This design comes from an exercise in tuning for small area, a short achievable clock period and few clock cycles per item on the open sky130 flow, not from production work. Function was checked by simulation only, so behaviour that the tests miss may differ from the original. Power and IR drop assume default switching activity.

<file path="flow/standard.sh">
#!/bin/bash
# synth_recipe.tcl (not shown) runs the flow's synth.tcl, then flattens the netlist and writes it again
# the make line also repeats each setting of config.mk as NAME=value (left out here)
make -C /OpenROAD-flow-scripts/flow DESIGN_CONFIG=/design/flow/config.mk WORK_HOME=/design/flow/orfs CLKGATE_MAP_FILE= SYNTH_SCRIPT=/design/flow/synth_recipe.tcl "${@:-finish}"
</file>
<file path="flow/flow/run.sh">
#!/bin/bash
set -euo pipefail
cat >> config.mk <<'CFG'
export SETUP_SLACK_MARGIN = 5.15
export BUFFER_PORTS_ARGS = -buffer_cell sky130_fd_sc_hd__buf_2
CFG
bash standard.sh > standard_run.log 2>&1
</file>
<file path="flow/constraint.sdc">
create_clock -name core_clock -period 8.0 [get_ports {CLK}]
set_input_delay 1.6000 -clock core_clock [delete_from_list [all_inputs] [get_ports {CLK}]]
set_output_delay 1.6000 -clock core_clock [all_outputs]
set_load 0.01 [all_outputs]
</file>
<file path="flow/design.v">
module sys_matmul_stream #(
  parameter int N      = 3,
  parameter int DW     = 8,
  parameter int ACC_W  = 2*DW + $clog2(N),
  parameter int SIGNED = 0
) (
  input  logic             CLK,
  input  logic             rst_n,
  input  logic             vld_in,
  output logic             rdy_in,
  input  logic [DW-1:0]    a,
  input  logic [DW-1:0]    b,
  input  logic             keep,
  output logic             vld_out,
  input  logic             rdy_out,
  output logic [ACC_W-1:0] c,
  output logic             last_out,
  output logic             busy,
  output logic [1:0]       dbg_state
);
  function automatic logic [8:0] rot1(input logic [8:0] x);
    rot1 = {x[7:0], x[8]};
  endfunction
  function automatic logic [8:0] rot2(input logic [8:0] x);
    rot2 = {x[6:0], x[8:7]};
  endfunction
  function automatic logic [8:0] rotm2(input logic [8:0] x);
    rotm2 = {x[1:0], x[8:2]};
  endfunction
  logic [8:0] ph;           
  logic [8:0] lb;           
  logic       lpar;         
  logic       lkeep;        
  logic       have_prev;    
  logic       cact;         
  logic       ot;           
  logic       cfull;        
  logic [8:0] cp;           
  logic       cpar;
  logic       ckeep;
  logic [8:0] op;           
  logic [8:0] U;            
  logic       av, bv;       
  logic       cpass;        
  logic       r_rdy, r_vld, r_last, r_busy, r_dbg0;
  logic [ACC_W-1:0] c_r;
  logic [DW-1:0] a_q, b_q;
  logic          v_q, wpar_q;
  logic [DW-1:0] R [9];
  logic [DW-1:0] E;
  logic [DW-1:0] W0b0 [2];      
  logic [DW-1:0] W0b1, W0b2;
  logic [DW-1:0] W1b0 [2];
  logic [DW-1:0] W1b1, W1b2;
  logic [DW-1:0] W2b0 [2];
  logic [DW-1:0] W2b1, W2b2;
  logic [ACC_W-1:0] L0s, L0c;
  logic [ACC_W-1:0] L [1:8];
  logic hs_in, hs_out;
  assign hs_in  = vld_in && r_rdy;
  assign hs_out = r_vld && rdy_out;
  logic [8:0] e_m;          
  logic       m_ready, m_fire;
  assign e_m = rot2(ph);
  assign m_ready = cfull || e_m[0] || ((e_m[1] || e_m[3] || e_m[4]) && lb[8]);
  assign m_fire  = cact && ot && m_ready && !U[6];
  logic [8:0] ph_n, lb_n, cp_n, op_n, U_n;
  logic       lpar_n, lkeep_n, have_prev_n, cact_n, cfull_n, cpar_n, ckeep_n;
  logic       idle, hold;
  logic       vld_n, rdy_n, busy_n;
  logic [ACC_W-1:0] L1_n;
  assign idle = lb[0] && !cact && !(|U) && !av && !bv;
  function automatic logic rdy_calc(input logic [8:0] ph_x, input logic [8:0] lb_x,
                                    input logic cact_x, input logic cfull_x,
                                    input logic [8:0] cp_x, input logic ot_x,
                                    input logic u3, input logic u4, input logic u5);
    logic [8:0] done_b;    
    done_b = 9'd0;
    if (lb_x[0])            done_b = 9'b111111110;
    if (lb_x[1])            done_b = 9'b111110000;
    if (lb_x[2])            done_b = 9'b110000000;
    if (lb_x[3] || lb_x[6]) done_b = 9'b110000000;
    if (lb_x[4] || lb_x[7]) done_b = 9'b100000000;
    rdy_calc = |(ph_x & lb_x) &&
               (!cact_x || !cfull_x || |(cp_x & done_b) || (ot_x && !u3 && !u4 && !u5));
  endfunction
  logic [8:0] cp_m;         
  logic       cact_m;
  logic [8:0] ph_h0;        
  logic       rdy_h1, rdy_h0, vld_o1, vld_o0, blk_o1, blk_o0, clr, busy_b;
  logic       cact_h1, cfull_h1;
  logic       ot_h;         
  logic [8:0] cp_h1;
  always_comb begin
    cp_m   = m_fire ? rot1(cp) : cp;
    ot_h   = m_fire || |(cp & rot1(rot2(ph)));
    cact_m = cact && !(m_fire && cp[8]);
    cact_h1  = cact_m || lb[6];
    cfull_h1 = lb[6] ? 1'b0 : (cfull || lb[8]);
    cp_h1    = lb[6] ? 9'd1 : cp_m;
    rdy_h1   = rdy_calc(rot1(ph), rot1(lb), cact_h1, cfull_h1, cp_h1, ot_h, U[3], U[4], U[5]);
    ph_h0    = (!have_prev && idle) ? 9'd1 : rot1(ph);
    rdy_h0   = rdy_calc(ph_h0, lb, cact_m, cfull, cp_m, ot_h, U[3], U[4], U[5]);
    blk_o1 = cact_m && !cfull && ((op[8] && !cp_m[0]) || (op[0] && cp_m[2]));
    blk_o0 = cact_m && !cfull && ((op[0] && !cp_m[0]) || (op[1] && cp_m[2]));
    vld_o1 = |(rot1(op) & rotm2(rot1(ph))) && U[0];
    vld_o0 = |(op & rotm2(rot1(ph))) && U[0];
    clr    = hs_in && (lb[6] || lb[8]);
    busy_b = !lb[0] || cact_m || (|U[8:2]) || U[0] || bv || m_fire || av;
  end
  always_comb begin
    hold        = !have_prev && idle && !hs_in;
    ph_n        = hold ? 9'd1 : rot1(ph);
    lb_n        = hs_in ? rot1(lb) : lb;
    lpar_n      = lpar ^ (hs_in && lb[8]);
    lkeep_n     = (hs_in && lb[0]) ? (keep && have_prev) : lkeep;
    have_prev_n = have_prev || (hs_in && lb[8]);
    cact_n      = cact_m;
    cp_n        = cp_m;
    cfull_n     = cfull;
    cpar_n      = cpar;
    ckeep_n     = ckeep;
    if (hs_in && lb[6]) begin
      cact_n  = 1'b1;
      cp_n    = 9'd1;
      cfull_n = 1'b0;
      cpar_n  = lpar;
      ckeep_n = lkeep;
    end
    if (hs_in && lb[8]) cfull_n = 1'b1;
    op_n   = hs_out ? rot1(op) : op;
    U_n    = {U[7:2], U[1] && !hs_out, U[0], bv || U[8]};
    vld_n  = hs_out ? (vld_o1 && (!blk_o1 || clr)) : (vld_o0 && (!blk_o0 || clr));
    rdy_n  = hs_in ? rdy_h1 : rdy_h0;
    busy_n = hs_in || busy_b || (U[1] && !hs_out);
  end
  always_ff @(posedge CLK) begin
    if (!rst_n) begin
      ph        <= 9'd1;
      lb        <= 9'd1;
      lpar      <= 1'b0;
      lkeep     <= 1'b0;
      have_prev <= 1'b0;
      cact      <= 1'b0;
      ot        <= 1'b0;
      cfull     <= 1'b0;
      cp        <= 9'd1;
      cpar      <= 1'b0;
      ckeep     <= 1'b0;
      op        <= 9'd1;
      U         <= '0;
      av        <= 1'b0;
      bv        <= 1'b0;
      v_q       <= 1'b0;
      r_rdy     <= 1'b1;
      r_vld     <= 1'b0;
      r_last    <= 1'b0;
      r_busy    <= 1'b0;
      r_dbg0    <= 1'b0;
      c_r       <= '0;
    end else begin
      ph        <= ph_n;
      lb        <= lb_n;
      lpar      <= lpar_n;
      lkeep     <= lkeep_n;
      have_prev <= have_prev_n;
      cact      <= cact_n;
      ot        <= (hs_in && lb[6]) || ot_h;
      cfull     <= cfull_n;
      cp        <= cp_n;
      cpar      <= cpar_n;
      ckeep     <= ckeep_n;
      op        <= op_n;
      U         <= U_n;
      av        <= m_fire;
      bv        <= av;
      v_q       <= hs_in;
      r_rdy     <= rdy_n;
      r_vld     <= vld_n;
      r_last    <= hs_out ? (vld_o1 && (!blk_o1 || clr) && op[7]) : (vld_o0 && (!blk_o0 || clr) && op[8]);
      r_busy    <= busy_n;
      r_dbg0    <= !rdy_n && !vld_n;
      c_r       <= vld_n ? L1_n : '0;
    end
  end
  logic wb0, wb1, wb2;      
  assign wb0 = v_q && (ph[1] || ph[2] || ph[3]);
  assign wb1 = v_q && (ph[4] || ph[5] || ph[6]);
  assign wb2 = v_q && (ph[7] || ph[8] || ph[0]);
  always_ff @(posedge CLK) begin
    a_q    <= a;
    b_q    <= b;
    wpar_q <= lpar;
    cpass  <= ckeep || !m_fire;
    R[0]   <= v_q ? a_q : R[8];
    for (int i = 1; i < 9; i++) R[i] <= R[i-1];
    E      <= R[8];
    W0b0[0] <= W1b0[0];
    W0b0[1] <= W1b0[1];
    W0b1   <= W1b1;
    W0b2   <= W1b2;
    W1b0[0] <= W2b0[0];
    W1b0[1] <= W2b0[1];
    W1b1   <= W2b1;
    W1b2   <= W2b2;
    W2b0[0] <= (wb0 && !wpar_q) ? b_q : W0b0[0];
    W2b0[1] <= (wb0 &&  wpar_q) ? b_q : W0b0[1];
    W2b1    <= wb1 ? b_q : W0b1;
    W2b2    <= wb2 ? b_q : W0b2;
  end
  logic [DW-1:0] x0, x1, x2, y0, y1, y2;
  logic rs0, rs1, rs2;      
  logic fwd_a, fwd_b;
  assign rs0   = m_fire && ph[7];
  assign rs1   = m_fire && ph[1];
  assign rs2   = m_fire && ph[4];
  assign fwd_a = v_q && ph[7];
  assign fwd_b = v_q && (ph[7] || ph[8] || ph[0]);
  always_comb begin
    if (ph[7])      begin x0 = R[5]; x1 = R[2]; x2 = fwd_a ? a_q : R[8]; end
    else if (ph[1]) begin x0 = R[7]; x1 = R[4]; x2 = R[1]; end
    else            begin x0 = E;    x1 = R[6]; x2 = R[3]; end
    y0 = W0b0[cpar];
    y1 = W0b1;
    y2 = fwd_b ? b_q : W0b2;
  end
  logic [DW-1:0] X0, X1, X2, Y0, Y1, Y2;
  always_ff @(posedge CLK) begin
    if (rs0 || rs1 || rs2) begin
      X0 <= x0; X1 <= x1; X2 <= x2;
    end
    Y0 <= m_fire ? y0 : '0;
    Y1 <= m_fire ? y1 : '0;
    Y2 <= m_fire ? y2 : '0;
  end
  logic [DW-1:0] pp0 [DW];
  logic [DW-1:0] pp1 [DW];
  logic [DW-1:0] pp2 [DW];
  logic [ACC_W-1:0] cpm;
  always_comb begin
    for (int i = 0; i < DW; i++) begin
      pp0[i] = X0[i] ? Y0 : '0;
      pp1[i] = X1[i] ? Y1 : '0;
      pp2[i] = X2[i] ? Y2 : '0;
    end
    cpm = cpass ? L[7] : '0;
  end
  logic [ACC_W-1:0] sum_r0, sum_r1;
  logic [1:0] ra0;
  logic [1:0] ra1;
  logic [0:0] ra2;
  logic [2:0] ra3;
  logic [3:0] ra4;
  logic [4:0] ra5;
  logic [5:0] ra6;
  logic [6:0] ra7;
  logic [7:0] ra8;
  logic [7:0] ra9;
  logic [6:0] ra10;
  logic [5:0] ra11;
  logic [4:0] ra12;
  logic [3:0] ra13;
  logic [2:0] ra14;
  logic [1:0] ra15;
  logic [1:0] ra16;
  logic [0:0] ra17;
  logic tas1;
  logic tac2;
  logic tas3;
  logic tac4;
  logic tas5;
  logic tac6;
  logic tas7;
  logic tac8;
  logic tas9;
  logic tac10;
  logic tas11;
  logic tac12;
  logic tas13;
  logic tac14;
  logic tas15;
  logic tac16;
  logic tas17;
  logic tac18;
  logic tas19;
  logic tac20;
  logic tas21;
  logic tac22;
  logic tas23;
  logic tac24;
  logic tas25;
  logic tac26;
  logic tas27;
  logic tac28;
  logic tas29;
  logic tac30;
  logic tas31;
  logic tac32;
  logic tas33;
  logic tac34;
  logic tas35;
  logic tac36;
  logic tas37;
  logic tac38;
  logic tas39;
  logic tac40;
  logic tas41;
  logic tac42;
  logic tas43;
  logic tac44;
  logic tas45;
  logic tac46;
  logic tas47;
  logic tac48;
  logic tas49;
  logic tac50;
  logic tas51;
  logic tac52;
  logic tas53;
  logic tac54;
  logic tas55;
  logic tac56;
  logic tas57;
  logic tac58;
  logic tas59;
  logic tac60;
  logic tas61;
  logic tac62;
  logic tas63;
  logic tac64;
  logic tas65;
  logic tac66;
  logic tas67;
  logic tac68;
  logic tas69;
  logic tac70;
  logic tas71;
  logic tac72;
  logic tas73;
  logic tac74;
  logic tas75;
  logic tac76;
  logic tas77;
  logic tac78;
  logic tas79;
  logic tac80;
  logic tas81;
  logic tac82;
  logic tas83;
  logic tac84;
  logic tas85;
  logic tac86;
  logic tas87;
  logic tac88;
  logic tas89;
  logic tac90;
  logic tas91;
  logic tac92;
  logic tas93;
  logic tac94;
  logic tas95;
  logic tac96;
  logic tas97;
  logic tac98;
  logic tas99;
  logic tac100;
  logic tas101;
  logic tac102;
  logic tas103;
  logic tac104;
  logic tas105;
  logic tac106;
  logic tas107;
  logic tac108;
  logic tas109;
  logic tac110;
  logic tas111;
  logic tac112;
  logic tas113;
  logic tac114;
  logic tas115;
  logic tac116;
  logic tas117;
  logic tac118;
  logic tas119;
  logic tac120;
  logic tas121;
  logic tac122;
  logic tas123;
  logic tac124;
  logic tas125;
  logic tac126;
  logic tas127;
  logic tac128;
  logic tas129;
  logic tac130;
  logic tas131;
  logic tac132;
  logic tas133;
  logic tac134;
  logic tas135;
  logic tac136;
  logic tas137;
  logic tac138;
  logic tas139;
  logic tac140;
  logic tas141;
  logic tac142;
  logic tas143;
  logic tac144;
  logic tas145;
  logic tac146;
  logic tas147;
  logic tac148;
  logic tas149;
  logic tac150;
  logic tas151;
  logic tac152;
  logic tas153;
  logic tac154;
  logic tas155;
  logic tac156;
  logic tas157;
  logic tac158;
  logic tas159;
  logic tac160;
  logic tas161;
  logic tac162;
  logic tas163;
  logic tac164;
  logic tas165;
  logic tac166;
  logic tas167;
  logic tac168;
  logic tas169;
  logic tac170;
  logic tas171;
  logic tac172;
  logic tas173;
  logic tac174;
  logic tas175;
  logic tac176;
  logic tas177;
  logic tac178;
  logic tas179;
  logic tac180;
  logic tas181;
  logic tac182;
  logic tas183;
  logic tac184;
  logic tas185;
  logic tac186;
  logic tas187;
  logic tac188;
  logic tas189;
  logic tac190;
  logic tas191;
  logic tac192;
  logic tas193;
  logic tac194;
  logic tas195;
  logic tac196;
  logic tas197;
  logic tac198;
  logic tas199;
  logic tac200;
  logic tas201;
  logic tac202;
  logic tas203;
  logic tac204;
  logic tas205;
  logic tac206;
  logic tas207;
  logic tac208;
  logic tas209;
  logic tac210;
  logic tas211;
  logic tac212;
  logic tas213;
  logic tac214;
  logic tas215;
  logic tac216;
  logic tas217;
  logic tac218;
  logic tas219;
  logic tac220;
  logic tas221;
  logic tac222;
  logic tas223;
  logic tac224;
  logic tas225;
  logic tac226;
  logic tas227;
  logic tac228;
  logic tas229;
  logic tac230;
  logic tas231;
  logic tac232;
  logic tas233;
  logic tac234;
  logic tas235;
  logic tac236;
  logic tas237;
  logic tac238;
  logic tas239;
  logic tac240;
  logic tas241;
  logic tac242;
  logic tas243;
  logic tac244;
  logic tas245;
  logic tac246;
  logic tas247;
  logic tac248;
  logic tas249;
  logic tac250;
  logic tas251;
  logic tac252;
  logic tas253;
  logic tac254;
  logic tas255;
  logic tac256;
  logic tas257;
  logic tac258;
  logic tas259;
  logic tac260;
  logic tas261;
  logic tac262;
  logic tas263;
  logic tac264;
  logic tas265;
  logic tac266;
  logic tas267;
  logic tac268;
  logic tbs269;
  logic tbc270;
  logic tbs271;
  logic tbc272;
  logic tbs273;
  logic tbc274;
  logic tbs275;
  logic tbc276;
  logic tbs277;
  logic tbc278;
  logic tbs279;
  logic tbc280;
  logic tbs281;
  logic tbc282;
  logic tbs283;
  logic tbc284;
  logic tbs285;
  logic tbc286;
  logic tbs287;
  logic tbc288;
  logic tbs289;
  logic tbc290;
  logic tbs291;
  logic tbc292;
  logic tbs293;
  logic tbc294;
  logic tbs295;
  logic tbc296;
  logic tbs297;
  logic tbc298;
  logic tbs299;
  logic tbc300;
  logic tbs301;
  logic tbc302;
  logic tbs303;
  logic tbc304;
  logic tbs305;
  logic tbc306;
  logic tbs307;
  logic tbc308;
  logic tbs309;
  logic tbc310;
  logic tbs311;
  logic tbc312;
  logic tbs313;
  logic tbc314;
  logic tbs315;
  logic tbc316;
  logic tbs317;
  logic tbc318;
  logic tbs319;
  logic tbc320;
  logic tbs321;
  logic tbc322;
  logic tbs323;
  logic tbc324;
  logic tbs325;
  logic tbc326;
  logic tbs327;
  logic tbc328;
  logic tbs329;
  logic tbc330;
  logic tbs331;
  logic tbc332;
  logic tbs333;
  logic tbc334;
  logic tbs335;
  logic tbc336;
  logic tbs337;
  logic tbc338;
  logic tbs339;
  logic tbc340;
  logic tbs341;
  logic tbc342;
  logic tbs343;
  logic tbc344;
  logic tbs345;
  logic tbc346;
  logic tbs347;
  logic tbc348;
  logic tbs349;
  logic tbc350;
  logic tbs351;
  logic tbc352;
  logic tbs353;
  logic tbc354;
  logic tbs355;
  logic tbc356;
  logic tbs357;
  logic tbc358;
  logic tbs359;
  logic tbc360;
  logic tbs361;
  logic tbc362;
  logic tbs363;
  logic tbc364;
  logic tbs365;
  logic tbc366;
  assign tas1 = pp0[0][0] ^ pp1[0][0] ^ pp2[0][0];
  assign tac2 = (pp0[0][0] & pp1[0][0]) | (pp0[0][0] & pp2[0][0]) | (pp1[0][0] & pp2[0][0]);
  assign tas3 = pp0[0][1] ^ pp0[1][0] ^ pp1[0][1];
  assign tac4 = (pp0[0][1] & pp0[1][0]) | (pp0[0][1] & pp1[0][1]) | (pp0[1][0] & pp1[0][1]);
  assign tas5 = pp1[1][0] ^ pp2[0][1] ^ pp2[1][0];
  assign tac6 = (pp1[1][0] & pp2[0][1]) | (pp1[1][0] & pp2[1][0]) | (pp2[0][1] & pp2[1][0]);
  assign tas7 = cpm[1] ^ tac2 ^ tas3;
  assign tac8 = (cpm[1] & tac2) | (cpm[1] & tas3) | (tac2 & tas3);
  assign tas9 = pp0[0][2] ^ pp0[1][1] ^ pp0[2][0];
  assign tac10 = (pp0[0][2] & pp0[1][1]) | (pp0[0][2] & pp0[2][0]) | (pp0[1][1] & pp0[2][0]);
  assign tas11 = pp1[0][2] ^ pp1[1][1] ^ pp1[2][0];
  assign tac12 = (pp1[0][2] & pp1[1][1]) | (pp1[0][2] & pp1[2][0]) | (pp1[1][1] & pp1[2][0]);
  assign tas13 = pp2[0][2] ^ pp2[1][1] ^ pp2[2][0];
  assign tac14 = (pp2[0][2] & pp2[1][1]) | (pp2[0][2] & pp2[2][0]) | (pp2[1][1] & pp2[2][0]);
  assign tas15 = cpm[2] ^ tac4 ^ tac6;
  assign tac16 = (cpm[2] & tac4) | (cpm[2] & tac6) | (tac4 & tac6);
  assign tas17 = tas9 ^ tas11 ^ tas13;
  assign tac18 = (tas9 & tas11) | (tas9 & tas13) | (tas11 & tas13);
  assign tas19 = tac8 ^ tas15 ^ tas17;
  assign tac20 = (tac8 & tas15) | (tac8 & tas17) | (tas15 & tas17);
  assign tas21 = pp0[0][3] ^ pp0[1][2] ^ pp0[2][1];
  assign tac22 = (pp0[0][3] & pp0[1][2]) | (pp0[0][3] & pp0[2][1]) | (pp0[1][2] & pp0[2][1]);
  assign tas23 = pp0[3][0] ^ pp1[0][3] ^ pp1[1][2];
  assign tac24 = (pp0[3][0] & pp1[0][3]) | (pp0[3][0] & pp1[1][2]) | (pp1[0][3] & pp1[1][2]);
  assign tas25 = pp1[2][1] ^ pp1[3][0] ^ pp2[0][3];
  assign tac26 = (pp1[2][1] & pp1[3][0]) | (pp1[2][1] & pp2[0][3]) | (pp1[3][0] & pp2[0][3]);
  assign tas27 = pp2[1][2] ^ pp2[2][1] ^ pp2[3][0];
  assign tac28 = (pp2[1][2] & pp2[2][1]) | (pp2[1][2] & pp2[3][0]) | (pp2[2][1] & pp2[3][0]);
  assign tas29 = cpm[3] ^ tac10 ^ tac12;
  assign tac30 = (cpm[3] & tac10) | (cpm[3] & tac12) | (tac10 & tac12);
  assign tas31 = tac14 ^ tas21 ^ tas23;
  assign tac32 = (tac14 & tas21) | (tac14 & tas23) | (tas21 & tas23);
  assign tas33 = tas25 ^ tas27 ^ tac16;
  assign tac34 = (tas25 & tas27) | (tas25 & tac16) | (tas27 & tac16);
  assign tas35 = tac18 ^ tas29 ^ tas31;
  assign tac36 = (tac18 & tas29) | (tac18 & tas31) | (tas29 & tas31);
  assign tas37 = pp0[0][4] ^ pp0[1][3] ^ pp0[2][2];
  assign tac38 = (pp0[0][4] & pp0[1][3]) | (pp0[0][4] & pp0[2][2]) | (pp0[1][3] & pp0[2][2]);
  assign tas39 = pp0[3][1] ^ pp0[4][0] ^ pp1[0][4];
  assign tac40 = (pp0[3][1] & pp0[4][0]) | (pp0[3][1] & pp1[0][4]) | (pp0[4][0] & pp1[0][4]);
  assign tas41 = pp1[1][3] ^ pp1[2][2] ^ pp1[3][1];
  assign tac42 = (pp1[1][3] & pp1[2][2]) | (pp1[1][3] & pp1[3][1]) | (pp1[2][2] & pp1[3][1]);
  assign tas43 = pp1[4][0] ^ pp2[0][4] ^ pp2[1][3];
  assign tac44 = (pp1[4][0] & pp2[0][4]) | (pp1[4][0] & pp2[1][3]) | (pp2[0][4] & pp2[1][3]);
  assign tas45 = pp2[2][2] ^ pp2[3][1] ^ pp2[4][0];
  assign tac46 = (pp2[2][2] & pp2[3][1]) | (pp2[2][2] & pp2[4][0]) | (pp2[3][1] & pp2[4][0]);
  assign tas47 = cpm[4] ^ tac22 ^ tac24;
  assign tac48 = (cpm[4] & tac22) | (cpm[4] & tac24) | (tac22 & tac24);
  assign tas49 = tac26 ^ tac28 ^ tas37;
  assign tac50 = (tac26 & tac28) | (tac26 & tas37) | (tac28 & tas37);
  assign tas51 = tas39 ^ tas41 ^ tas43;
  assign tac52 = (tas39 & tas41) | (tas39 & tas43) | (tas41 & tas43);
  assign tas53 = tas45 ^ tac30 ^ tac32;
  assign tac54 = (tas45 & tac30) | (tas45 & tac32) | (tac30 & tac32);
  assign tas55 = tas47 ^ tas49 ^ tas51;
  assign tac56 = (tas47 & tas49) | (tas47 & tas51) | (tas49 & tas51);
  assign tas57 = pp0[0][5] ^ pp0[1][4] ^ pp0[2][3];
  assign tac58 = (pp0[0][5] & pp0[1][4]) | (pp0[0][5] & pp0[2][3]) | (pp0[1][4] & pp0[2][3]);
  assign tas59 = pp0[3][2] ^ pp0[4][1] ^ pp0[5][0];
  assign tac60 = (pp0[3][2] & pp0[4][1]) | (pp0[3][2] & pp0[5][0]) | (pp0[4][1] & pp0[5][0]);
  assign tas61 = pp1[0][5] ^ pp1[1][4] ^ pp1[2][3];
  assign tac62 = (pp1[0][5] & pp1[1][4]) | (pp1[0][5] & pp1[2][3]) | (pp1[1][4] & pp1[2][3]);
  assign tas63 = pp1[3][2] ^ pp1[4][1] ^ pp1[5][0];
  assign tac64 = (pp1[3][2] & pp1[4][1]) | (pp1[3][2] & pp1[5][0]) | (pp1[4][1] & pp1[5][0]);
  assign tas65 = pp2[0][5] ^ pp2[1][4] ^ pp2[2][3];
  assign tac66 = (pp2[0][5] & pp2[1][4]) | (pp2[0][5] & pp2[2][3]) | (pp2[1][4] & pp2[2][3]);
  assign tas67 = pp2[3][2] ^ pp2[4][1] ^ pp2[5][0];
  assign tac68 = (pp2[3][2] & pp2[4][1]) | (pp2[3][2] & pp2[5][0]) | (pp2[4][1] & pp2[5][0]);
  assign tas69 = cpm[5] ^ tac38 ^ tac40;
  assign tac70 = (cpm[5] & tac38) | (cpm[5] & tac40) | (tac38 & tac40);
  assign tas71 = tac42 ^ tac44 ^ tac46;
  assign tac72 = (tac42 & tac44) | (tac42 & tac46) | (tac44 & tac46);
  assign tas73 = tas57 ^ tas59 ^ tas61;
  assign tac74 = (tas57 & tas59) | (tas57 & tas61) | (tas59 & tas61);
  assign tas75 = tas63 ^ tas65 ^ tas67;
  assign tac76 = (tas63 & tas65) | (tas63 & tas67) | (tas65 & tas67);
  assign tas77 = tac48 ^ tac50 ^ tac52;
  assign tac78 = (tac48 & tac50) | (tac48 & tac52) | (tac50 & tac52);
  assign tas79 = tas69 ^ tas71 ^ tas73;
  assign tac80 = (tas69 & tas71) | (tas69 & tas73) | (tas71 & tas73);
  assign tas81 = pp0[0][6] ^ pp0[1][5] ^ pp0[2][4];
  assign tac82 = (pp0[0][6] & pp0[1][5]) | (pp0[0][6] & pp0[2][4]) | (pp0[1][5] & pp0[2][4]);
  assign tas83 = pp0[3][3] ^ pp0[4][2] ^ pp0[5][1];
  assign tac84 = (pp0[3][3] & pp0[4][2]) | (pp0[3][3] & pp0[5][1]) | (pp0[4][2] & pp0[5][1]);
  assign tas85 = pp0[6][0] ^ pp1[0][6] ^ pp1[1][5];
  assign tac86 = (pp0[6][0] & pp1[0][6]) | (pp0[6][0] & pp1[1][5]) | (pp1[0][6] & pp1[1][5]);
  assign tas87 = pp1[2][4] ^ pp1[3][3] ^ pp1[4][2];
  assign tac88 = (pp1[2][4] & pp1[3][3]) | (pp1[2][4] & pp1[4][2]) | (pp1[3][3] & pp1[4][2]);
  assign tas89 = pp1[5][1] ^ pp1[6][0] ^ pp2[0][6];
  assign tac90 = (pp1[5][1] & pp1[6][0]) | (pp1[5][1] & pp2[0][6]) | (pp1[6][0] & pp2[0][6]);
  assign tas91 = pp2[1][5] ^ pp2[2][4] ^ pp2[3][3];
  assign tac92 = (pp2[1][5] & pp2[2][4]) | (pp2[1][5] & pp2[3][3]) | (pp2[2][4] & pp2[3][3]);
  assign tas93 = pp2[4][2] ^ pp2[5][1] ^ pp2[6][0];
  assign tac94 = (pp2[4][2] & pp2[5][1]) | (pp2[4][2] & pp2[6][0]) | (pp2[5][1] & pp2[6][0]);
  assign tas95 = cpm[6] ^ tac58 ^ tac60;
  assign tac96 = (cpm[6] & tac58) | (cpm[6] & tac60) | (tac58 & tac60);
  assign tas97 = tac62 ^ tac64 ^ tac66;
  assign tac98 = (tac62 & tac64) | (tac62 & tac66) | (tac64 & tac66);
  assign tas99 = tac68 ^ tas81 ^ tas83;
  assign tac100 = (tac68 & tas81) | (tac68 & tas83) | (tas81 & tas83);
  assign tas101 = tas85 ^ tas87 ^ tas89;
  assign tac102 = (tas85 & tas87) | (tas85 & tas89) | (tas87 & tas89);
  assign tas103 = tas91 ^ tas93 ^ tac70;
  assign tac104 = (tas91 & tas93) | (tas91 & tac70) | (tas93 & tac70);
  assign tas105 = tac72 ^ tac74 ^ tac76;
  assign tac106 = (tac72 & tac74) | (tac72 & tac76) | (tac74 & tac76);
  assign tas107 = tas95 ^ tas97 ^ tas99;
  assign tac108 = (tas95 & tas97) | (tas95 & tas99) | (tas97 & tas99);
  assign tas109 = pp0[0][7] ^ pp0[1][6] ^ pp0[2][5];
  assign tac110 = (pp0[0][7] & pp0[1][6]) | (pp0[0][7] & pp0[2][5]) | (pp0[1][6] & pp0[2][5]);
  assign tas111 = pp0[3][4] ^ pp0[4][3] ^ pp0[5][2];
  assign tac112 = (pp0[3][4] & pp0[4][3]) | (pp0[3][4] & pp0[5][2]) | (pp0[4][3] & pp0[5][2]);
  assign tas113 = pp0[6][1] ^ pp0[7][0] ^ pp1[0][7];
  assign tac114 = (pp0[6][1] & pp0[7][0]) | (pp0[6][1] & pp1[0][7]) | (pp0[7][0] & pp1[0][7]);
  assign tas115 = pp1[1][6] ^ pp1[2][5] ^ pp1[3][4];
  assign tac116 = (pp1[1][6] & pp1[2][5]) | (pp1[1][6] & pp1[3][4]) | (pp1[2][5] & pp1[3][4]);
  assign tas117 = pp1[4][3] ^ pp1[5][2] ^ pp1[6][1];
  assign tac118 = (pp1[4][3] & pp1[5][2]) | (pp1[4][3] & pp1[6][1]) | (pp1[5][2] & pp1[6][1]);
  assign tas119 = pp1[7][0] ^ pp2[0][7] ^ pp2[1][6];
  assign tac120 = (pp1[7][0] & pp2[0][7]) | (pp1[7][0] & pp2[1][6]) | (pp2[0][7] & pp2[1][6]);
  assign tas121 = pp2[2][5] ^ pp2[3][4] ^ pp2[4][3];
  assign tac122 = (pp2[2][5] & pp2[3][4]) | (pp2[2][5] & pp2[4][3]) | (pp2[3][4] & pp2[4][3]);
  assign tas123 = pp2[5][2] ^ pp2[6][1] ^ pp2[7][0];
  assign tac124 = (pp2[5][2] & pp2[6][1]) | (pp2[5][2] & pp2[7][0]) | (pp2[6][1] & pp2[7][0]);
  assign tas125 = cpm[7] ^ tac82 ^ tac84;
  assign tac126 = (cpm[7] & tac82) | (cpm[7] & tac84) | (tac82 & tac84);
  assign tas127 = tac86 ^ tac88 ^ tac90;
  assign tac128 = (tac86 & tac88) | (tac86 & tac90) | (tac88 & tac90);
  assign tas129 = tac92 ^ tac94 ^ tas109;
  assign tac130 = (tac92 & tac94) | (tac92 & tas109) | (tac94 & tas109);
  assign tas131 = tas111 ^ tas113 ^ tas115;
  assign tac132 = (tas111 & tas113) | (tas111 & tas115) | (tas113 & tas115);
  assign tas133 = tas117 ^ tas119 ^ tas121;
  assign tac134 = (tas117 & tas119) | (tas117 & tas121) | (tas119 & tas121);
  assign tas135 = tas123 ^ tac96 ^ tac98;
  assign tac136 = (tas123 & tac96) | (tas123 & tac98) | (tac96 & tac98);
  assign tas137 = tac100 ^ tac102 ^ tas125;
  assign tac138 = (tac100 & tac102) | (tac100 & tas125) | (tac102 & tas125);
  assign tas139 = tas127 ^ tas129 ^ tas131;
  assign tac140 = (tas127 & tas129) | (tas127 & tas131) | (tas129 & tas131);
  assign tas141 = pp0[1][7] ^ pp0[2][6] ^ pp0[3][5];
  assign tac142 = (pp0[1][7] & pp0[2][6]) | (pp0[1][7] & pp0[3][5]) | (pp0[2][6] & pp0[3][5]);
  assign tas143 = pp0[4][4] ^ pp0[5][3] ^ pp0[6][2];
  assign tac144 = (pp0[4][4] & pp0[5][3]) | (pp0[4][4] & pp0[6][2]) | (pp0[5][3] & pp0[6][2]);
  assign tas145 = pp0[7][1] ^ pp1[1][7] ^ pp1[2][6];
  assign tac146 = (pp0[7][1] & pp1[1][7]) | (pp0[7][1] & pp1[2][6]) | (pp1[1][7] & pp1[2][6]);
  assign tas147 = pp1[3][5] ^ pp1[4][4] ^ pp1[5][3];
  assign tac148 = (pp1[3][5] & pp1[4][4]) | (pp1[3][5] & pp1[5][3]) | (pp1[4][4] & pp1[5][3]);
  assign tas149 = pp1[6][2] ^ pp1[7][1] ^ pp2[1][7];
  assign tac150 = (pp1[6][2] & pp1[7][1]) | (pp1[6][2] & pp2[1][7]) | (pp1[7][1] & pp2[1][7]);
  assign tas151 = pp2[2][6] ^ pp2[3][5] ^ pp2[4][4];
  assign tac152 = (pp2[2][6] & pp2[3][5]) | (pp2[2][6] & pp2[4][4]) | (pp2[3][5] & pp2[4][4]);
  assign tas153 = pp2[5][3] ^ pp2[6][2] ^ pp2[7][1];
  assign tac154 = (pp2[5][3] & pp2[6][2]) | (pp2[5][3] & pp2[7][1]) | (pp2[6][2] & pp2[7][1]);
  assign tas155 = cpm[8] ^ tac110 ^ tac112;
  assign tac156 = (cpm[8] & tac110) | (cpm[8] & tac112) | (tac110 & tac112);
  assign tas157 = tac114 ^ tac116 ^ tac118;
  assign tac158 = (tac114 & tac116) | (tac114 & tac118) | (tac116 & tac118);
  assign tas159 = tac120 ^ tac122 ^ tac124;
  assign tac160 = (tac120 & tac122) | (tac120 & tac124) | (tac122 & tac124);
  assign tas161 = tas141 ^ tas143 ^ tas145;
  assign tac162 = (tas141 & tas143) | (tas141 & tas145) | (tas143 & tas145);
  assign tas163 = tas147 ^ tas149 ^ tas151;
  assign tac164 = (tas147 & tas149) | (tas147 & tas151) | (tas149 & tas151);
  assign tas165 = tas153 ^ tac126 ^ tac128;
  assign tac166 = (tas153 & tac126) | (tas153 & tac128) | (tac126 & tac128);
  assign tas167 = tac130 ^ tac132 ^ tac134;
  assign tac168 = (tac130 & tac132) | (tac130 & tac134) | (tac132 & tac134);
  assign tas169 = tas155 ^ tas157 ^ tas159;
  assign tac170 = (tas155 & tas157) | (tas155 & tas159) | (tas157 & tas159);
  assign tas171 = pp0[2][7] ^ pp0[3][6] ^ pp0[4][5];
  assign tac172 = (pp0[2][7] & pp0[3][6]) | (pp0[2][7] & pp0[4][5]) | (pp0[3][6] & pp0[4][5]);
  assign tas173 = pp0[5][4] ^ pp0[6][3] ^ pp0[7][2];
  assign tac174 = (pp0[5][4] & pp0[6][3]) | (pp0[5][4] & pp0[7][2]) | (pp0[6][3] & pp0[7][2]);
  assign tas175 = pp1[2][7] ^ pp1[3][6] ^ pp1[4][5];
  assign tac176 = (pp1[2][7] & pp1[3][6]) | (pp1[2][7] & pp1[4][5]) | (pp1[3][6] & pp1[4][5]);
  assign tas177 = pp1[5][4] ^ pp1[6][3] ^ pp1[7][2];
  assign tac178 = (pp1[5][4] & pp1[6][3]) | (pp1[5][4] & pp1[7][2]) | (pp1[6][3] & pp1[7][2]);
  assign tas179 = pp2[2][7] ^ pp2[3][6] ^ pp2[4][5];
  assign tac180 = (pp2[2][7] & pp2[3][6]) | (pp2[2][7] & pp2[4][5]) | (pp2[3][6] & pp2[4][5]);
  assign tas181 = pp2[5][4] ^ pp2[6][3] ^ pp2[7][2];
  assign tac182 = (pp2[5][4] & pp2[6][3]) | (pp2[5][4] & pp2[7][2]) | (pp2[6][3] & pp2[7][2]);
  assign tas183 = cpm[9] ^ tac142 ^ tac144;
  assign tac184 = (cpm[9] & tac142) | (cpm[9] & tac144) | (tac142 & tac144);
  assign tas185 = tac146 ^ tac148 ^ tac150;
  assign tac186 = (tac146 & tac148) | (tac146 & tac150) | (tac148 & tac150);
  assign tas187 = tac152 ^ tac154 ^ tas171;
  assign tac188 = (tac152 & tac154) | (tac152 & tas171) | (tac154 & tas171);
  assign tas189 = tas173 ^ tas175 ^ tas177;
  assign tac190 = (tas173 & tas175) | (tas173 & tas177) | (tas175 & tas177);
  assign tas191 = tas179 ^ tas181 ^ tac156;
  assign tac192 = (tas179 & tas181) | (tas179 & tac156) | (tas181 & tac156);
  assign tas193 = tac158 ^ tac160 ^ tac162;
  assign tac194 = (tac158 & tac160) | (tac158 & tac162) | (tac160 & tac162);
  assign tas195 = tac164 ^ tas183 ^ tas185;
  assign tac196 = (tac164 & tas183) | (tac164 & tas185) | (tas183 & tas185);
  assign tas197 = pp0[3][7] ^ pp0[4][6] ^ pp0[5][5];
  assign tac198 = (pp0[3][7] & pp0[4][6]) | (pp0[3][7] & pp0[5][5]) | (pp0[4][6] & pp0[5][5]);
  assign tas199 = pp0[6][4] ^ pp0[7][3] ^ pp1[3][7];
  assign tac200 = (pp0[6][4] & pp0[7][3]) | (pp0[6][4] & pp1[3][7]) | (pp0[7][3] & pp1[3][7]);
  assign tas201 = pp1[4][6] ^ pp1[5][5] ^ pp1[6][4];
  assign tac202 = (pp1[4][6] & pp1[5][5]) | (pp1[4][6] & pp1[6][4]) | (pp1[5][5] & pp1[6][4]);
  assign tas203 = pp1[7][3] ^ pp2[3][7] ^ pp2[4][6];
  assign tac204 = (pp1[7][3] & pp2[3][7]) | (pp1[7][3] & pp2[4][6]) | (pp2[3][7] & pp2[4][6]);
  assign tas205 = pp2[5][5] ^ pp2[6][4] ^ pp2[7][3];
  assign tac206 = (pp2[5][5] & pp2[6][4]) | (pp2[5][5] & pp2[7][3]) | (pp2[6][4] & pp2[7][3]);
  assign tas207 = cpm[10] ^ tac172 ^ tac174;
  assign tac208 = (cpm[10] & tac172) | (cpm[10] & tac174) | (tac172 & tac174);
  assign tas209 = tac176 ^ tac178 ^ tac180;
  assign tac210 = (tac176 & tac178) | (tac176 & tac180) | (tac178 & tac180);
  assign tas211 = tac182 ^ tas197 ^ tas199;
  assign tac212 = (tac182 & tas197) | (tac182 & tas199) | (tas197 & tas199);
  assign tas213 = tas201 ^ tas203 ^ tas205;
  assign tac214 = (tas201 & tas203) | (tas201 & tas205) | (tas203 & tas205);
  assign tas215 = tac184 ^ tac186 ^ tac188;
  assign tac216 = (tac184 & tac186) | (tac184 & tac188) | (tac186 & tac188);
  assign tas217 = tac190 ^ tas207 ^ tas209;
  assign tac218 = (tac190 & tas207) | (tac190 & tas209) | (tas207 & tas209);
  assign tas219 = pp0[4][7] ^ pp0[5][6] ^ pp0[6][5];
  assign tac220 = (pp0[4][7] & pp0[5][6]) | (pp0[4][7] & pp0[6][5]) | (pp0[5][6] & pp0[6][5]);
  assign tas221 = pp0[7][4] ^ pp1[4][7] ^ pp1[5][6];
  assign tac222 = (pp0[7][4] & pp1[4][7]) | (pp0[7][4] & pp1[5][6]) | (pp1[4][7] & pp1[5][6]);
  assign tas223 = pp1[6][5] ^ pp1[7][4] ^ pp2[4][7];
  assign tac224 = (pp1[6][5] & pp1[7][4]) | (pp1[6][5] & pp2[4][7]) | (pp1[7][4] & pp2[4][7]);
  assign tas225 = pp2[5][6] ^ pp2[6][5] ^ pp2[7][4];
  assign tac226 = (pp2[5][6] & pp2[6][5]) | (pp2[5][6] & pp2[7][4]) | (pp2[6][5] & pp2[7][4]);
  assign tas227 = cpm[11] ^ tac198 ^ tac200;
  assign tac228 = (cpm[11] & tac198) | (cpm[11] & tac200) | (tac198 & tac200);
  assign tas229 = tac202 ^ tac204 ^ tac206;
  assign tac230 = (tac202 & tac204) | (tac202 & tac206) | (tac204 & tac206);
  assign tas231 = tas219 ^ tas221 ^ tas223;
  assign tac232 = (tas219 & tas221) | (tas219 & tas223) | (tas221 & tas223);
  assign tas233 = tas225 ^ tac208 ^ tac210;
  assign tac234 = (tas225 & tac208) | (tas225 & tac210) | (tac208 & tac210);
  assign tas235 = tac212 ^ tac214 ^ tas227;
  assign tac236 = (tac212 & tac214) | (tac212 & tas227) | (tac214 & tas227);
  assign tas237 = pp0[5][7] ^ pp0[6][6] ^ pp0[7][5];
  assign tac238 = (pp0[5][7] & pp0[6][6]) | (pp0[5][7] & pp0[7][5]) | (pp0[6][6] & pp0[7][5]);
  assign tas239 = pp1[5][7] ^ pp1[6][6] ^ pp1[7][5];
  assign tac240 = (pp1[5][7] & pp1[6][6]) | (pp1[5][7] & pp1[7][5]) | (pp1[6][6] & pp1[7][5]);
  assign tas241 = pp2[5][7] ^ pp2[6][6] ^ pp2[7][5];
  assign tac242 = (pp2[5][7] & pp2[6][6]) | (pp2[5][7] & pp2[7][5]) | (pp2[6][6] & pp2[7][5]);
  assign tas243 = cpm[12] ^ tac220 ^ tac222;
  assign tac244 = (cpm[12] & tac220) | (cpm[12] & tac222) | (tac220 & tac222);
  assign tas245 = tac224 ^ tac226 ^ tas237;
  assign tac246 = (tac224 & tac226) | (tac224 & tas237) | (tac226 & tas237);
  assign tas247 = tas239 ^ tas241 ^ tac228;
  assign tac248 = (tas239 & tas241) | (tas239 & tac228) | (tas241 & tac228);
  assign tas249 = tac230 ^ tac232 ^ tas243;
  assign tac250 = (tac230 & tac232) | (tac230 & tas243) | (tac232 & tas243);
  assign tas251 = pp0[6][7] ^ pp0[7][6] ^ pp1[6][7];
  assign tac252 = (pp0[6][7] & pp0[7][6]) | (pp0[6][7] & pp1[6][7]) | (pp0[7][6] & pp1[6][7]);
  assign tas253 = pp1[7][6] ^ pp2[6][7] ^ pp2[7][6];
  assign tac254 = (pp1[7][6] & pp2[6][7]) | (pp1[7][6] & pp2[7][6]) | (pp2[6][7] & pp2[7][6]);
  assign tas255 = cpm[13] ^ tac238 ^ tac240;
  assign tac256 = (cpm[13] & tac238) | (cpm[13] & tac240) | (tac238 & tac240);
  assign tas257 = tac242 ^ tas251 ^ tas253;
  assign tac258 = (tac242 & tas251) | (tac242 & tas253) | (tas251 & tas253);
  assign tas259 = tac244 ^ tac246 ^ tas255;
  assign tac260 = (tac244 & tac246) | (tac244 & tas255) | (tac246 & tas255);
  assign tas261 = pp0[7][7] ^ pp1[7][7] ^ pp2[7][7];
  assign tac262 = (pp0[7][7] & pp1[7][7]) | (pp0[7][7] & pp2[7][7]) | (pp1[7][7] & pp2[7][7]);
  assign tas263 = cpm[14] ^ tac252 ^ tac254;
  assign tac264 = (cpm[14] & tac252) | (cpm[14] & tac254) | (tac252 & tac254);
  assign tas265 = tas261 ^ tac256 ^ tac258;
  assign tac266 = (tas261 & tac256) | (tas261 & tac258) | (tac256 & tac258);
  assign tas267 = cpm[15] ^ tac262 ^ tac264;
  assign tac268 = (cpm[15] & tac262) | (cpm[15] & tac264) | (tac262 & tac264);
  always_ff @(posedge CLK) begin
    ra0 <= {tas1, cpm[0]};
    ra1 <= {tas7, tas5};
    ra2 <= {tas19};
    ra3 <= {tas35, tas33, tac20};
    ra4 <= {tas55, tas53, tac36, tac34};
    ra5 <= {tas79, tas77, tac56, tac54, tas75};
    ra6 <= {tas107, tas105, tas103, tac80, tac78, tas101};
    ra7 <= {tas139, tas137, tas135, tac108, tac106, tac104, tas133};
    ra8 <= {tas169, tas167, tas165, tac140, tac138, tac136, tas163, tas161};
    ra9 <= {tas195, tas193, tas191, tac170, tac168, tac166, tas189, tas187};
    ra10 <= {tas217, tas215, tac196, tac194, tac192, tas213, tas211};
    ra11 <= {tas235, tas233, tac218, tac216, tas231, tas229};
    ra12 <= {tas249, tas247, tac236, tac234, tas245};
    ra13 <= {tas259, tac250, tac248, tas257};
    ra14 <= {tas265, tac260, tas263};
    ra15 <= {tas267, tac266};
    ra16 <= {tac268, cpm[16]};
    ra17 <= {cpm[17]};
  end
  assign tbs269 = ra7[0] ^ ra7[1];
  assign tbc270 = ra7[0] & ra7[1];
  assign tbs271 = ra8[0] ^ ra8[1] ^ ra8[2];
  assign tbc272 = (ra8[0] & ra8[1]) | (ra8[0] & ra8[2]) | (ra8[1] & ra8[2]);
  assign tbs273 = ra8[3] ^ ra8[4];
  assign tbc274 = ra8[3] & ra8[4];
  assign tbs275 = ra9[0] ^ ra9[1] ^ ra9[2];
  assign tbc276 = (ra9[0] & ra9[1]) | (ra9[0] & ra9[2]) | (ra9[1] & ra9[2]);
  assign tbs277 = ra9[3] ^ ra9[4] ^ ra9[5];
  assign tbc278 = (ra9[3] & ra9[4]) | (ra9[3] & ra9[5]) | (ra9[4] & ra9[5]);
  assign tbs279 = ra10[0] ^ ra10[1] ^ ra10[2];
  assign tbc280 = (ra10[0] & ra10[1]) | (ra10[0] & ra10[2]) | (ra10[1] & ra10[2]);
  assign tbs281 = ra10[3] ^ ra10[4];
  assign tbc282 = ra10[3] & ra10[4];
  assign tbs283 = ra11[0] ^ ra11[1] ^ ra11[2];
  assign tbc284 = (ra11[0] & ra11[1]) | (ra11[0] & ra11[2]) | (ra11[1] & ra11[2]);
  assign tbs285 = ra5[0] ^ ra5[1];
  assign tbc286 = ra5[0] & ra5[1];
  assign tbs287 = ra6[0] ^ ra6[1] ^ ra6[2];
  assign tbc288 = (ra6[0] & ra6[1]) | (ra6[0] & ra6[2]) | (ra6[1] & ra6[2]);
  assign tbs289 = ra6[3] ^ ra6[4];
  assign tbc290 = ra6[3] & ra6[4];
  assign tbs291 = ra7[2] ^ ra7[3] ^ ra7[4];
  assign tbc292 = (ra7[2] & ra7[3]) | (ra7[2] & ra7[4]) | (ra7[3] & ra7[4]);
  assign tbs293 = ra7[5] ^ ra7[6] ^ tbs269;
  assign tbc294 = (ra7[5] & ra7[6]) | (ra7[5] & tbs269) | (ra7[6] & tbs269);
  assign tbs295 = ra8[5] ^ ra8[6] ^ ra8[7];
  assign tbc296 = (ra8[5] & ra8[6]) | (ra8[5] & ra8[7]) | (ra8[6] & ra8[7]);
  assign tbs297 = tbs271 ^ tbs273 ^ tbc270;
  assign tbc298 = (tbs271 & tbs273) | (tbs271 & tbc270) | (tbs273 & tbc270);
  assign tbs299 = ra9[6] ^ ra9[7] ^ tbs275;
  assign tbc300 = (ra9[6] & ra9[7]) | (ra9[6] & tbs275) | (ra9[7] & tbs275);
  assign tbs301 = tbs277 ^ tbc272 ^ tbc274;
  assign tbc302 = (tbs277 & tbc272) | (tbs277 & tbc274) | (tbc272 & tbc274);
  assign tbs303 = ra10[5] ^ ra10[6] ^ tbs279;
  assign tbc304 = (ra10[5] & ra10[6]) | (ra10[5] & tbs279) | (ra10[6] & tbs279);
  assign tbs305 = tbs281 ^ tbc276 ^ tbc278;
  assign tbc306 = (tbs281 & tbc276) | (tbs281 & tbc278) | (tbc276 & tbc278);
  assign tbs307 = ra11[3] ^ ra11[4] ^ ra11[5];
  assign tbc308 = (ra11[3] & ra11[4]) | (ra11[3] & ra11[5]) | (ra11[4] & ra11[5]);
  assign tbs309 = tbs283 ^ tbc280 ^ tbc282;
  assign tbc310 = (tbs283 & tbc280) | (tbs283 & tbc282) | (tbc280 & tbc282);
  assign tbs311 = ra12[0] ^ ra12[1] ^ ra12[2];
  assign tbc312 = (ra12[0] & ra12[1]) | (ra12[0] & ra12[2]) | (ra12[1] & ra12[2]);
  assign tbs313 = ra12[3] ^ ra12[4] ^ tbc284;
  assign tbc314 = (ra12[3] & ra12[4]) | (ra12[3] & tbc284) | (ra12[4] & tbc284);
  assign tbs315 = ra13[0] ^ ra13[1] ^ ra13[2];
  assign tbc316 = (ra13[0] & ra13[1]) | (ra13[0] & ra13[2]) | (ra13[1] & ra13[2]);
  assign tbs317 = ra4[0] ^ ra4[1];
  assign tbc318 = ra4[0] & ra4[1];
  assign tbs319 = ra5[2] ^ ra5[3] ^ ra5[4];
  assign tbc320 = (ra5[2] & ra5[3]) | (ra5[2] & ra5[4]) | (ra5[3] & ra5[4]);
  assign tbs321 = ra6[5] ^ tbs287 ^ tbs289;
  assign tbc322 = (ra6[5] & tbs287) | (ra6[5] & tbs289) | (tbs287 & tbs289);
  assign tbs323 = tbs291 ^ tbs293 ^ tbc288;
  assign tbc324 = (tbs291 & tbs293) | (tbs291 & tbc288) | (tbs293 & tbc288);
  assign tbs325 = tbs295 ^ tbs297 ^ tbc292;
  assign tbc326 = (tbs295 & tbs297) | (tbs295 & tbc292) | (tbs297 & tbc292);
  assign tbs327 = tbs299 ^ tbs301 ^ tbc296;
  assign tbc328 = (tbs299 & tbs301) | (tbs299 & tbc296) | (tbs301 & tbc296);
  assign tbs329 = tbs303 ^ tbs305 ^ tbc300;
  assign tbc330 = (tbs303 & tbs305) | (tbs303 & tbc300) | (tbs305 & tbc300);
  assign tbs331 = tbs307 ^ tbs309 ^ tbc304;
  assign tbc332 = (tbs307 & tbs309) | (tbs307 & tbc304) | (tbs309 & tbc304);
  assign tbs333 = tbs311 ^ tbs313 ^ tbc308;
  assign tbc334 = (tbs311 & tbs313) | (tbs311 & tbc308) | (tbs313 & tbc308);
  assign tbs335 = ra13[3] ^ tbs315 ^ tbc312;
  assign tbc336 = (ra13[3] & tbs315) | (ra13[3] & tbc312) | (tbs315 & tbc312);
  assign tbs337 = ra14[0] ^ ra14[1] ^ ra14[2];
  assign tbc338 = (ra14[0] & ra14[1]) | (ra14[0] & ra14[2]) | (ra14[1] & ra14[2]);
  assign tbs339 = ra3[0] ^ ra3[1];
  assign tbc340 = ra3[0] & ra3[1];
  assign tbs341 = ra4[2] ^ ra4[3] ^ tbs317;
  assign tbc342 = (ra4[2] & ra4[3]) | (ra4[2] & tbs317) | (ra4[3] & tbs317);
  assign tbs343 = tbs285 ^ tbs319 ^ tbc318;
  assign tbc344 = (tbs285 & tbs319) | (tbs285 & tbc318) | (tbs319 & tbc318);
  assign tbs345 = tbc286 ^ tbs321 ^ tbc320;
  assign tbc346 = (tbc286 & tbs321) | (tbc286 & tbc320) | (tbs321 & tbc320);
  assign tbs347 = tbc290 ^ tbs323 ^ tbc322;
  assign tbc348 = (tbc290 & tbs323) | (tbc290 & tbc322) | (tbs323 & tbc322);
  assign tbs349 = tbc294 ^ tbs325 ^ tbc324;
  assign tbc350 = (tbc294 & tbs325) | (tbc294 & tbc324) | (tbs325 & tbc324);
  assign tbs351 = tbc298 ^ tbs327 ^ tbc326;
  assign tbc352 = (tbc298 & tbs327) | (tbc298 & tbc326) | (tbs327 & tbc326);
  assign tbs353 = tbc302 ^ tbs329 ^ tbc328;
  assign tbc354 = (tbc302 & tbs329) | (tbc302 & tbc328) | (tbs329 & tbc328);
  assign tbs355 = tbc306 ^ tbs331 ^ tbc330;
  assign tbc356 = (tbc306 & tbs331) | (tbc306 & tbc330) | (tbs331 & tbc330);
  assign tbs357 = tbc310 ^ tbs333 ^ tbc332;
  assign tbc358 = (tbc310 & tbs333) | (tbc310 & tbc332) | (tbs333 & tbc332);
  assign tbs359 = tbc314 ^ tbs335 ^ tbc334;
  assign tbc360 = (tbc314 & tbs335) | (tbc314 & tbc334) | (tbs335 & tbc334);
  assign tbs361 = tbc316 ^ tbs337 ^ tbc336;
  assign tbc362 = (tbc316 & tbs337) | (tbc316 & tbc336) | (tbs337 & tbc336);
  assign tbs363 = ra15[0] ^ ra15[1] ^ tbc338;
  assign tbc364 = (ra15[0] & ra15[1]) | (ra15[0] & tbc338) | (ra15[1] & tbc338);
  assign tbs365 = ra16[0] ^ ra16[1];
  assign tbc366 = ra16[0] & ra16[1];
  assign sum_r0 = {ra17[0], tbs365, tbs363, tbs361, tbs359, tbs357, tbs355, tbs353, tbs351, tbs349, tbs347, tbs345, tbs343, tbs341, ra3[2], ra2[0], ra1[0], ra0[0]};
  assign sum_r1 = {tbc366, tbc364, tbc362, tbc360, tbc358, tbc356, tbc354, tbc352, tbc350, tbc348, tbc346, tbc344, tbc342, tbc340, tbs339, 1'b0, ra1[1], ra0[1]};
  assign L1_n = L0s + L0c;
  always_ff @(posedge CLK) begin
    L0s  <= sum_r0;
    L0c  <= sum_r1;
    L[1] <= L1_n;
    for (int i = 2; i <= 8; i++) L[i] <= L[i-1];
  end
  assign rdy_in    = r_rdy;
  assign vld_out   = r_vld;
  assign last_out  = r_last;
  assign busy      = r_busy;
  assign dbg_state = {r_vld, r_dbg0};
  assign c         = c_r;
endmodule
</file>
<file path="flow/config.mk">
export PLATFORM = sky130hd
export DESIGN_NAME = sys_matmul_stream
export DESIGN_NICKNAME = sys_matmul_stream
export VERILOG_FILES = /design/flow/design.v
export SDC_FILE = /design/flow/constraint.sdc
export NUM_CORES = 4
export LEC_CHECK = 0
export ABC_CLOCK_PERIOD_IN_PS = 2800
export CAP_MARGIN = 20
export CORE_MARGIN = 2
export CORE_UTILIZATION = 55
export CTS_CLUSTER_DIAMETER = 100
export CTS_CLUSTER_SIZE = 30
export SLEW_MARGIN = 20
export SETUP_SLACK_MARGIN = 5.15
export BUFFER_PORTS_ARGS = -buffer_cell sky130_fd_sc_hd__buf_2
</file>
==> results of run 1 <==
-- power breakdown --
part | leakage [nW] | internal (W) | switching [W]
Clock | 0.305 | 0.000549 | 0.000802
Sequential | 4.57 | 0.00294 | 0.0000601
Combinational | 4.62 | 0.0000622 | 0.0000633
Total | 9.49 | 0.00356 | 0.000925
-- worst paths after layout --
check	from	depth (start not counted)	endpoint
worst max-delay path	vld_in	9	c_r[7]
worst min-delay path	W1b2[0]	0	W0b2[0]
worst max register to register	X2[0]	6	ra4[3]
worst min register to register	W1b2[0]	0	W0b2[0]
-- sequential cells by signal, indices dropped and copies added (netlist names), 9 cells and up --
signal and cells:
L 126, W0b0 16, U 9, lb 9, L0s 18, ph 9
W1b0 16, W2b0 16, cp 9, R 72, op 9, L0c 17
c_r 18
-- layout make-up --
cell class	instances	area, sq um	share of cell area, %
repair buffers	54	328	1.51
clock inverters	1	8.76	0.0404
inverters	161	604	2.79
multi-input cells	860	8100	37.4
clock buffers	28	616	2.84
well taps	468	586	2.70
flip-flops and latches	558	11400	52.7
-- stage by stage --
stage / utilization (%) / area [sq um] / hold WS [ps] / instances
global route: 59.4 / 21700 / 337 / 2130
global placement: 57.4 / 20900 / 310 / 2099
CTS: 59.3 / 21600 / 331 / 2129
finish: 59.4 / 21700 / 328 / 2130
floorplan: - / 20200 / 310 / 1619
detailed placement: 57.4 / 20900 / 312 / 2099
-- layer usage --
| metal | track usage [%] | vias to the layer above | wire, microns | share of wire, % |
|---|---|---|---|---|
| li1 | - | 5163 | - | - |
| met1 | 30.6 | 5288 | 18900 | 49 |
| met2 | 32.6 | 218 | 17100 | 45 |
| met3 | 2.63 | 39 | 1580 | 4.1 |
| met4 | 4.32 | 0 | 609 | 1.6 |
| met5 | 0 | - | 0 | 0 |
-- kinds of logic (layout without fill, tap and decap cells) --
logic type	count (synthesis)	count (layout)	share of synthesized area, %
AND/OR/NAND/NOR	433	433	11.5
adder cells (fa/ha/maj)	200	200	18.9
multiplexers	73	73	3.89
AO/OA/AOI/OAI	138	138	4.75
buffers and inverters	201	244	3.84
XOR/XNOR	16	16	0.693
flip-flops	558	558	56.4
-- cell usage after synthesis, types with 7 or more instances --
master    count  area share, %
nor3_1       10           0.25
o21ai_0      28           0.69
xnor2_1      13           0.56
mux2_2       40            2.2
mux2i_1      32            1.6
o21a_1       10           0.37
and3b_1      14           0.61
ha_1         24            1.5
dfxtp_1     534             53
nor2_1       32           0.59
nand2_1     130            2.4
inv_1       161            3.0
a21boi_0     23           0.85
nand3_1      13           0.32
and2_1      199            6.2
nand2b_1      7           0.22
clkbuf_1     28           0.52
fa_1        176             17
edfxtp_1     24            3.6
a21oi_1      23           0.57
a22oi_1       9           0.33
nor2b_1       8           0.25
-- cells in the final DEF (no fill, tap or decap), types with 4 or more instances in the layout --
| master | n |
|---|---|
| nor3_1 | 10 |
| a21oi_1 | 22 |
| nand2b_1 | 7 |
| clkbuf_16 | 24 |
| and3_1 | 5 |
| dfxtp_1 | 533 |
| and2_1 | 199 |
| mux2_2 | 40 |
| edfxtp_1 | 24 |
| a222oi_1 | 4 |
| o21a_1 | 9 |
| fa_1 | 176 |
| a21boi_0 | 23 |
| and3b_1 | 14 |
| buf_4 | 8 |
| mux2i_1 | 32 |
| inv_1 | 161 |
| clkbuf_1 | 4 |
| a22o_1 | 5 |
| buf_2 | 44 |
| o21ai_0 | 28 |
| ha_1 | 24 |
| xnor2_1 | 13 |
| a221oi_1 | 4 |
| nand4_1 | 5 |
| nand3_1 | 13 |
| nor2_1 | 31 |
| a22oi_1 | 9 |
| nor2b_1 | 8 |
| nand2_1 | 129 |
| o31ai_1 | 5 |
-- worst register-to-register path, cell delays in order, from the launching register on --
cell	delay, ps
edfxtp_1	610
and2_1	270
fa_1	510
inv_1	60
fa_1	570
inv_1	70
fa_1	470
-- repair_timing --
item / in CTS / in global routing
hold endpoints to repair: 0 / 0
resized for setup: 8 / 7
buffers inserted: 1 / 1
hold buffers: 0 / 0
pin swaps: 0 / 1
setup endpoints to repair: 24 / 21
==> flow_summary.json, run 1 <==
{
  "cp_data_arrival_time_ps": 3250,
  "ys_warn_count": 9,
  "grt_pass1_vias": 11200,
  "worstSetupEndpointType": "flop",
  "slew_headroom_pct": 40.0,
  "maxCapViolations": 0,
  "drt-total-wl_mm": 38.2,
  "synth_edf_count": 24,
  "status": "finished clean",
  "grt_max_degree": 59,
  "tns_ps": 0,
  "nets": 1878,
  "place_congestion": 0.884,
  "cp-start-kind": "primary input",
  "finalSetupViolCount": 0,
  "netlist-cell-type-count": 57,
  "place_ws_ps": 4060,
  "worstPathCellList": "buf_2 > nand2_2 > nor2_1 > nor3_1 > and3_1 > a221oi_4 > nor2_4 > buf_12 > and3b_1",
  "hold_class": "flop to flop",
  "grt_antenna_before_repair": 0,
  "rows": 70,
  "ys_ff_latch": 558,
  "numClockSinks": 558,
  "num_vias": 10700,
  "leakage_nw": 9.49,
  "fin_crit_ps": 2790,
  "crit_family": "simple AND/OR/NAND/NOR gates",
  "finalPower_w": 0.00448,
  "die_h_microns": 196,
  "syn_area_sq_um": 20200,
  "die_w_microns": 196,
  "cts_tree": "built",
  "drt-wirelength-per-cell_microns": 17.9,
  "slowest_delay_ps": 320,
  "hpwl_mm": 28.5,
  "clock_latency_ps": 570,
  "tightest_slew_ps": 897,
  "path_buf_inv": 2,
  "path_class": "primary input to flop",
  "path_clk_slew_ps": 110,
  "ys_seq_area_share_pct": 56.4,
  "core-area_sq_um": 36400,
  "fin_worst_skew_ps": 20.4,
  "synthArstFlopShare_pct": 0,
  "drc": 0,
  "worst_ep_required_time_ps": 8460,
  "ioPinCount": 45,
  "ys.flop_type": "dfxtp_1",
  "peakVddDrop_mv": 0.218,
  "rsz0062_at_grt": "true",
  "cts-root-buf": "clkbuf_16",
  "layout_setup_ws_ps": 5210,
  "critPathMaxFanout": 12,
  "port_buffers": 44,
  "r2r_slack_ps": 5330,
  "dieArea_sq_um": 38300,
  "grt.overflow.total": 0,
  "crit_path_top_delay_cell": "and3_1",
  "dr.pass1.iters": 7,
  "insertedDiodeCount": 0,
  "hold_violations": 0,
  "syn_inst": 1619,
  "drt_iter0_drc": 654,
  "start_util_pct": 55.5,
  "cts_buffers": 22,
  "cts_max_level": 1,
  "power.density_nw_per_um2": 207,
  "avgSynthCellArea_sq_um": 12.5,
  "grt_use_total_pct": 20.5,
  "final.period_utilization_pct": 34.8,
  "syn_nets": 1840,
  "fmax_ghz": 0.359,
  "nFillCells": 3061,
  "drtAntennaViolNets": 0,
  "viasPerCell": 5.03,
  "maxSlewViolCount": 0,
  "area_growth_pct": 7.10,
  "drive_gt1_share_pct": 8.06,
  "grt_pass1_wl_mm": 61.3,
  "cts_max_path_buffers": 3
}
Testbench counts, summed over its fixed seeds: cycles 14,488, items 1,600.
==> inputs of run 2 (changes only) <==
==> flow/flow/run.sh (replaced) <==
#!/bin/bash
set -euo pipefail
cat >> config.mk <<'CFG'
export SETUP_SLACK_MARGIN = 5.0
export BUFFER_PORTS_ARGS = -buffer_cell sky130_fd_sc_hd__buf_2
CFG
bash standard.sh > standard_run.log 2>&1
--- a/flow/config.mk
+++ b/flow/config.mk
@@ -13,4 +13,4 @@
 export CTS_CLUSTER_SIZE = 30
 export SLEW_MARGIN = 20
-export SETUP_SLACK_MARGIN = 5.15
+export SETUP_SLACK_MARGIN = 5.0
 export BUFFER_PORTS_ARGS = -buffer_cell sky130_fd_sc_hd__buf_2
==> run 2 against run 1 <==
  * Still clean on timing, DRC and antenna
  * Die area is the same
  * Design area shrank 0.25%
  * First-iteration DRC count shrank 15%
  * Combinational power shrank 3%
  * Area after synthesis is the same
  * Synthesized cell count is the same
  * Global-route usage shrank 0.17 points
  * Critical path depth is the same
  * Critical path type unchanged
  * Critical endpoint is now c_r[13]
  * Largest power group unchanged
  * Highest routed layer unchanged
==> flow_summary.json, run 2 <==
{
  "largest_reg_flops": 126,
  "cts_max_path_buffers": 3,
  "drt-wirelength-per-cell_microns": 17.7,
  "netlist-cell-type-count": 57,
  "grt.overflow.total": 0,
  "regMostFlops": "L",
  "grt_antenna_before_repair": 0,
  "place_congestion": 0.852,
  "fmax_ghz": 0.350,
  "dr.pass1.iters": 5,
  "drive_gt1_share_pct": 7.76,
  "hpwl_mm": 28.3,
  "ys.flop_type": "dfxtp_1",
  "viasPerCell": 4.99,
  "clock_latency_ps": 570,
  "maxCapViolations": 0,
  "synth_top_area_share_pct": 52.9,
  "fin_hold_ws_ps": 326,
  "tightest_slew_ps": 906,
  "synth_area_leaders": "dfxtp_1 53%, fa_1 17%, and2_1 6.2%",
  "slew_headroom_pct": 39.4,
  "slowest_delay_ps": 330,
  "path_clk_slew_ps": 110,
  "cts-root-buf": "clkbuf_16",
  "cts_buffers": 22,
  "hold_buffers": 0,
  "maxSlewViolCount": 0,
  "drc": 0,
  "biggestRegsByFlops": "L x126, R x72",
  "yosysTopAreaCell": "dfxtp_1",
  "final.period_utilization_pct": 35.7,
  "grt_pass1_wl_mm": 61.1,
  "synthArstFlopShare_pct": 0,
  "place_ws_ps": 4070,
  "rows": 70,
  "start_util_pct": 55.5,
  "core-area_sq_um": 36400,
  "path_class": "primary input to flop",
  "ys_warn_count": 9,
  "drt_iter0_drc": 557,
  "synth_commonest_cells": "534 x dfxtp_1, 199 x and2_1, 176 x fa_1",
  "die_h_microns": 196,
  "layout_setup_ws_ps": 5150,
  "worst_ep_required_time_ps": 8460,
  "final_cell_area_sq_um": 21600,
  "synth.most_common_cell": "dfxtp_1",
  "numClockSinks": 558,
  "avgSynthCellArea_sq_um": 12.5,
  "rsz0062_at_grt": "true",
  "drtAntennaViolNets": 0,
  "finalPower_w": 0.00446,
  "finalSetupViolCount": 0,
  "ioPinCount": 45,
  "nets": 1877,
  "fin_worst_skew_ps": 17.4,
  "syn_inst": 1619,
  "drt-total-wl_mm": 37.7,
  "num_vias": 10600,
  "fin_crit_ps": 2850,
  "synth_edf_count": 24,
  "die_w_microns": 196,
  "final_common_cell": "dfxtp_1",
  "hold_violations": 0,
  "peakVddDrop_mv": 0.217,
  "tns_ps": 0,
  "grt_max_degree": 59,
  "insertedDiodeCount": 0,
  "cp_data_arrival_time_ps": 3320,
  "cts_max_level": 1,
  "grt_use_total_pct": 20.4,
  "placed_cell_area_sq_um": 20900,
  "cp-start-kind": "primary input",
  "cts_tree": "built",
  "dieArea_sq_um": 38300,
  "worstPathCellList": "buf_2 > nand2_1 > nor2_1 > nor3_1 > and3_1 > a221oi_4 > nor2_4 > buf_12 > and3b_1",
  "grt_pass1_vias": 11100,
  "area_growth_pct": 6.83,
  "path_buf_inv": 2,
  "status": "finished clean",
  "ys_seq_area_share_pct": 56.4,
  "power.density_nw_per_um2": 207,
  "ys_ff_latch": 558,
  "hold_class": "flop to flop",
  "syn_nets": 1840,
  "final_cell_mix": "534 x dfxtp_1, 199 x and2_1, 176 x fa_1, 161 x inv_1, 130 x nand2_1",
  "syn_area_sq_um": 20200,
  "crit_family": "simple AND/OR/NAND/NOR gates",
  "port_buffers": 44,
  "crit_path_top_delay_cell": "and3_1",
  "worstSetupEndpointType": "flop",
  "leakage_nw": 9.48,
  "critPathMaxFanout": 13
}
## run 2: changes by cell type in the layout (fill, tap and decap cells not counted), sizes merged
cell	delta
buf	-1
clkbuf	+2
## run 2: report_power, final
group          internal, W  switching (W)  total, W
Combinational    0.0000601      0.0000614  0.000122
Clock             0.000544       0.000798   0.00134
Sequential         0.00294      0.0000556   0.00300
Total              0.00355       0.000915   0.00446
## run 2: cell type report
class,count,area (sq um)
clock inverters,1,11.3
fillers,3045,14800
multi-input cells,860,8070
flip-flops and latches,558,11400
clock buffers,30,612
inverters,161,604
well taps,468,586
repair buffers,53,300
## run 2: logic make-up (layout without fill, tap and decap cells)
family	Yosys count	count (layout)	synth area share [%]
AO/OA/AOI/OAI	138	138	4.75
multiplexers	73	73	3.89
AND/OR/NAND/NOR	433	433	11.5
buffers and inverters	201	245	3.84
flip-flops	558	558	56.4
adder cells (fa/ha/maj)	200	200	18.9
XOR/XNOR	16	16	0.693
## run 2: per-stage QoR
step,cells,utilization (%)
after floorplan,1619,-
after detailed placement,2099,57.4
after global placement,2099,57.4
final,2131,59.3
after global routing,2131,59.3
after CTS,2130,59.2
## run 2: final timing paths
| check | cells past startpoint | start | slack, ps | to |
|---|---|---|---|---|
| max | 9 | vld_in | 5150 | c_r[13] |
| min | 0 | W2b1[3] | 330 | W1b1[3] |
| max reg2reg | 8 | lb[8] | 5250 | c_r[13] |
| min reg2reg | 0 | W2b1[3] | 330 | W1b1[3] |
## run 2: timing repair
item | in CTS | in global routing
setup endpoints to repair | 21 | 19
resized for setup | 5 | 3
pin swaps | 0 | 1
setup buffers | 0 | 1
## run 2: layer usage
layer  global-route usage (%)  routed length, microns
met1                     30.3                   18900
met2                     32.6                   16900
met3                     2.56                    1370
met4                     3.62                     537
met5                        0                       0

Re-timed with assumed drivers on the ports (clkbuf_16 on the clock, buf_2 on other inputs), run 2 has 5.180 ns of setup slack against 5.145 ns with ideal ports, and 4.564 ns once port delays also move by the mid clock arrival of 0.616 ns.
